Source: an optimization exercise on an open RTL-to-GDS flow (aim: small area). Production flows keep margins and buffers that such runs may drop. In this exercise RTL edits were held to simulation tests only and were not proved equivalent to the original. Power figures rest on the tool's default switching activity, not on a simulated workload.

==> flow/run.sh <==
#!/bin/bash
# synth_recipe.tcl (not shown) runs the flow's synth.tcl, then flattens the netlist and writes it again
# the make line also repeats each setting of config.mk as NAME=value (left out here)
make -C /OpenROAD-flow-scripts/flow DESIGN_CONFIG=/design/flow/config.mk WORK_HOME=/design/flow/orfs CLKGATE_MAP_FILE= SYNTH_SCRIPT=/design/flow/synth_recipe.tcl finish
==> flow/config.mk <==
export PLATFORM = sky130hd
export DESIGN_NAME = ysyx_23060184_regfile_mp
export DESIGN_NICKNAME = ysyx_23060184_regfile_mp
export VERILOG_FILES = /design/flow/design.v
export SDC_FILE = /design/flow/constraint.sdc
export NUM_CORES = 4
export LEC_CHECK = 0
export CAP_MARGIN = 20
export CORE_MARGIN = 2
export CORE_UTILIZATION = 40
export SLEW_MARGIN = 20
export SYNTH_HIERARCHICAL = 1
export SYNTH_MINIMUM_KEEP_SIZE = 0
==> flow/constraint.sdc <==
create_clock -name core_clock -period 6.0 [get_ports {clk}]
set_input_delay 1.2000 -clock core_clock [delete_from_list [all_inputs] [get_ports {clk}]]
set_output_delay 1.2000 -clock core_clock [all_outputs]
set_load 0.01 [all_outputs]
==> flow/design.v <==
package ysyx_23060184_rf_pkg;
  typedef enum logic {RF_CLEAR, RF_RUN} rf_state_t;
  localparam logic [31:0] RF_ZERO_VAL = 32'h0;
  localparam int RF_A5_E = 15;
  localparam int RF_A7_I = 17;
endpackage
module ysyx_23060184_regfile_mp #(
  parameter int ADDR_WIDTH = 5,
  parameter int DATA_WIDTH = 32,
  parameter int NR_READ    = 2,
  parameter int ECALL_REG  = ysyx_23060184_rf_pkg::RF_A5_E
) (
  input  logic                          clk,
  input  logic                          rst,
  input  logic                          wen,
  input  logic [ADDR_WIDTH-1:0]         waddr,
  input  logic [DATA_WIDTH-1:0]         wdata,
  input  logic [NR_READ*ADDR_WIDTH-1:0] raddr,
  input  logic                          ecall,
  output logic [NR_READ*DATA_WIDTH-1:0] rdata,
  input  logic                          issue_en,
  input  logic [ADDR_WIDTH-1:0]         issue_rd,
  output logic [NR_READ-1:0]            rbusy,
  output logic                          ready
);
  localparam int NUM = 32;
  logic         r_run;
  logic [4:0]   r_lfsr;
  logic [4:0]   w_lfsr_nxt;
  logic [4:0]   w_last;
  assign w_lfsr_nxt = {r_lfsr[3:0], r_lfsr[4] ^ r_lfsr[2]};
  assign w_last = 5'd16;
  always_ff @(posedge clk or posedge rst) begin
    if (rst) begin
      r_run  <= 1'b0;
      r_lfsr <= 5'd1;
    end else begin
      r_lfsr <= w_lfsr_nxt;
      if (r_lfsr == w_last) r_run <= 1'b1;
    end
  end
  assign ready = r_run;
  logic [4:0]            w_wa;
  logic                  w_we;
  logic [DATA_WIDTH-1:0] w_wd;
  logic [DATA_WIDTH-1:0] r_mem [1:NUM-1];
  assign w_wa = r_run ? waddr : r_lfsr;
  assign w_we = r_run ? wen : 1'b1;
  assign w_wd = r_run ? wdata : '0;
  always_ff @(posedge clk) begin
    if (w_we && w_wa != '0)
      r_mem[w_wa] <= w_wd;
  end
  logic [NUM-1:1] r_busy;
  always_ff @(posedge clk) begin
    for (int j = 1; j < NUM; j++) begin
      if (!r_run)
        r_busy[j] <= 1'b0;
      else if (issue_en && issue_rd == 5'(j))
        r_busy[j] <= 1'b1;
      else if (wen && waddr == 5'(j))
        r_busy[j] <= 1'b0;
    end
  end
  logic [4:0] w_ra [2];
  assign w_ra[0] = raddr[4:0];
  assign w_ra[1] = ecall ? 5'(ECALL_REG) : raddr[9:5];
  for (genvar g = 0; g < 2; g++) begin : g_rd
    logic [NUM-1:1] w_sel;
    ysyx_23060184_rf_dec u_dec (.i_en(r_run), .i_addr(w_ra[g]), .o_sel(w_sel));
    for (genvar b = 0; b < DATA_WIDTH; b++) begin : g_bit
      logic [NUM-1:1] w_col;
      for (genvar j = 1; j < NUM; j++) begin : g_col
        assign w_col[j] = r_mem[j][b];
      end
      ysyx_23060184_rf_aomux u_mux (.i_sel(w_sel), .i_d(w_col), .o_y(rdata[g*DATA_WIDTH + b]));
    end
    ysyx_23060184_rf_aomux u_bmux (.i_sel(w_sel), .i_d(r_busy), .o_y(rbusy[g]));
  end
endmodule
module ysyx_23060184_rf_dec (
  input  logic        i_en,
  input  logic [4:0]  i_addr,
  output logic [31:1] o_sel
);
  always_comb
    for (int j = 1; j < 32; j++) o_sel[j] = i_en && (i_addr == 5'(j));
endmodule
module ysyx_23060184_rf_aomux (
  input  logic [31:1] i_sel,
  input  logic [31:1] i_d,
  output logic        o_y
);
  logic [10:0] w_n;
  for (genvar k = 0; k < 10; k++) begin : g_grp
    ysyx_23060184_rf_aoi222 u_aoi (.i_s(i_sel[3*k+1 +: 3]), .i_d(i_d[3*k+1 +: 3]), .o_n(w_n[k]));
  end
  assign w_n[10] = ~(i_sel[31] & i_d[31]);
  ysyx_23060184_rf_nand11 u_nand (.i_n(w_n), .o_y(o_y));
endmodule
module ysyx_23060184_rf_aoi222 (
  input  logic [2:0] i_s,
  input  logic [2:0] i_d,
  output logic       o_n
);
  assign o_n = ~|(i_s & i_d);
endmodule
module ysyx_23060184_rf_nand11 (
  input  logic [10:0] i_n,
  output logic        o_y
);
  assign o_y = ~&i_n;
endmodule
==> run notes <==
[registers in the layout, summed over array words and instances, names as in the netlist]
signal  cells
r_mem     992
r_run       1
r_busy     31
r_lfsr      5
[modules after synthesis, one instance, submodules excluded]
module | cells inside | cell area (um2) | copies in the design
ysyx_23060184_rf_aomux | 1 | 3.75 | 66
ysyx_23060184_rf_nand11 | 4 | 23.8 | 66
ysyx_23060184_rf_dec | 46 | 230 | 2
ysyx_23060184_regfile_mp | 1259 | 32000 | 1
ysyx_23060184_rf_aoi222 | 1 | 10.0 | 660
[metrics by stage]
stage	TNS, ps	power, mW
2_1_floorplan	0	7.94
3_3_place_gp	-1150	8.02
3_5_place_dp	-243	8.02
4_1_cts	0	14.3
5_1_grt	-41.8	14.6
6_report	-191	14.3
[layout make-up]
type | instances | share of cell area, %
Sequential cell | 1029 | 61.1
Multi-Input combinational cell | 1296 | 22.3
Timing Repair Buffer | 297 | 6.46
Clock buffer | 129 | 5.46
Tap cell | 1368 | 3.42
Clock inverter | 62 | 1.14
Inverter | 8 | 0.0601
Antenna cell | 2 | 0.0100
[repair_timing]
item                                    4_1_cts  5_1_grt
gates resized for setup                       1       22
cloned                                        7       10
pin swaps                                     9       16
buffers inserted                              0       17
endpoints found under the setup margin        9       36
[kinds of logic after synthesis]
group,Yosys count,synth area share [%]
xor+xnor,1,0.0214
buf+inv,33,0.434
mux,2,0.0520
flops,1029,74.7
compound gates,722,17.3
simple gates,554,7.50
[power by group]
group / switching (mW) / internal [mW]
Clock: 2.79 / 3.58
Sequential: 0 / 7.75
Combinational: 0.0785 / 0.0537
[routing by layer]
metal  vias up  global-route usage [%]
met3       507                    7.98
met1     15500                    39.6
met5         -                       0
li1      12200                       -
met4         0                    15.5
met2      3141                    43.1
[worst max-delay path, cell delays in order]
cell,delay [ps]
clkdlybuf4s50_1,450
or2_2,350
buf_4,170
nand4bb_4,390
buf_4,320
nor2_4,520
buf_4,350
a222oi_1,90
nand4_1,170
or3_1,250
clkdlybuf4s50_1,570
[Yosys cell counts, drive strengths merged (2+ instances only)]
master and number:
nor3b 5, nand3b 2, nand4bb 6, o211ai 9
and4bb 3, nor2b 5, o21ai 22, or2 6
clkbuf 9, inv 8, a32o 11, or4b 2
and3 3, edfxtp 992, nand2 86, nand4 136
a31oi 2, o311ai 7, dfxtp 31, and3b 4
dfrtp 5, nand2b 7, and2 33, nor3 7
nor2 98, o32a 2, nand4b 12, buf 16
nand3 71, o2bb2ai 2, a31o 2, a222oi 660
or3 66
[how the worst min path moves through the flow]
stage / startpoint / endpoint / slack, ps / depth (start not counted)
after floorplan: r_lfsr[3] / r_lfsr[4] / 410 / 0
after global placement: r_lfsr[0] / r_lfsr[1] / 440 / 0
after detailed placement: r_lfsr[0] / r_lfsr[1] / 450 / 0
after CTS: r_lfsr[0] / r_lfsr[1] / 460 / 0
after global routing: r_lfsr[0] / r_lfsr[1] / 470 / 0
final: r_lfsr[0] / r_lfsr[1] / 450 / 0
==> flow_summary.json <==
{
  "synth_top_cell_area_share_pct": 72.8,
  "place_ws_ps": -60.4,
  "tightest_slew_ps": 1290,
  "failed_checks": "negative setup slack",
  "dr_wl_met2_mm": 68.7,
  "start_util_pct": 40.3,
  "ys_warn_count": 10,
  "period_needed_ps": 6050,
  "antenna_found_initial": 4,
  "p_leak_nw": 13.9,
  "crit_end": "rdata[33]",
  "regArea_um2": 30600,
  "grt_max_degree": 76,
  "hp-class": "flop to flop",
  "met1_length_mm": 57.1,
  "nFillCells": 8451,
  "initialDrtViolationCount": 8016,
  "final_cell_mix": "edfxtp_1 (992), a222oi_1 (660), nand4_1 (136)",
  "hold_ws_ps": 455,
  "cap_viol_max_count": 0,
  "row_count": 117,
  "r2r_setup_slack_ps": 1820,
  "skew_ps": 15.2,
  "async_reset_ff_share_pct": 0.583,
  "place.detailed.hpwl_mm": 94.3,
  "fmax_mhz": 165,
  "setup_viol": 8,
  "ff2ff_path_depth": 5,
  "crit_path_start": "raddr[8]",
  "grt_pass1_vias": 29800,
  "drtPass1Iterations": 11,
  "die_w_um": 324,
  "worstPathArrival_ps": 4850,
  "syn_avg_cell_area_um2": 17.5,
  "grt_pass1_wl_mm": 218,
  "synth_nets": 2398,
  "r2r-start": "r_run",
  "drive_above_1_share_pct": 17.2,
  "drc": 0,
  "numCtsBuffers": 103,
  "netlist_area_um2": 40900,
  "nets": 2792,
  "dr_total_vias": 31300,
  "rsz0062_at_grt": "yes",
  "stdcell_count": 4191,
  "synth_ff_type": "edfxtp_1",
  "rr_endpoint": "r_mem[23][6]",
  "hold_viol": 0,
  "ys_top_cells_by_area": "edfxtp_1 (73%), a222oi_1 (16%), nand4_1 (2.1%), dfxtp_1 (1.5%), or3_1 (1.0%)",
  "wl_met3_mm": 26.1,
  "synth_top_area_cell": "edfxtp_1",
  "highest_layer": "met4",
  "drt.antenna.violating_nets": 0,
  "place.port_buffers": 123,
  "crit_path_start_kind": "input port",
  "place_inst": 3957,
  "slew_viol_final": 0,
  "place_area_um2": 46000,
  "multiInputGateArea_um2": 11100,
  "synth-edff-count": 992,
  "die_area_um2": 105000,
  "ios": 124,
  "cts_hold_buf": 0,
  "routed_wl_mm": 162,
  "clk_path_buf_depth": 3,
  "crit_type": "input port to output pin",
  "area_growth_pct": 22.1,
  "clkSinkCount": 1029,
  "gp_congestion": 0.922,
  "slew_headroom_pct": 13.6,
  "fin_util_pct": 49.2,
  "vdd_drop_max_uv": 274,
  "placeableCoreArea_um2": 102000,
  "wl_per_cell_um": 38.7,
  "path_max_fanout": 12,
  "layout_setup_ws_ps": -45.4,
  "cts_root_buf": "clkbuf_16",
  "syn_inst": 2341,
  "cp.required_ps": 4800,
  "status": "failed layout checks",
  "final_area_um2": 50000,
  "die_y_um": 324,
  "synth-seq-area-share_pct": 74.7,
  "path_clk_slew_ps": 60,
  "gr-total-overflow": 0,
  "worst_setup_path_end_kind": "output pin",
  "clk_latency_ps": 680,
  "grt_usage_pct": 29.3,
  "cts_htree_levels": 3,
  "power.density_nw_per_um2": 285,
  "layout_commonest_cell": "edfxtp_1",
  "yosysUniqueCellTypes": 53,
  "cts_tree": "built",
  "avgViaCountPerCell": 7.47,
  "synth-seq-cells": 1029,
  "fin_crit_sh_pct": 101
}

-- separate check: timing with driven ports --
The results above use ideal ports. As a check the final layout listed here was re-extracted and re-timed, cells and wires unchanged.
Step 1 assumes that a clkbuf_16 drives the clock port and a buf_2 every other input.
Step 2, shift: input delay + t, output delay - t, t = (earliest + latest rising clock arrival at the registers) / 2. This alone moves slack from input paths to output paths.
a / b / c = ideal ports / drivers / drivers and shift; a / b = the first two.
shift t [ns]: 0.744
setup slack, ns: -0.045 / -0.075 / -0.075
hold slack, ns: 0.455 / 0.455 / 0.455
latest minus earliest clock arrival (ns): 0.027 / 0.027
For this run, drivers alone change the setup slack by -0.030 ns; drivers and shift together by -0.030 ns.
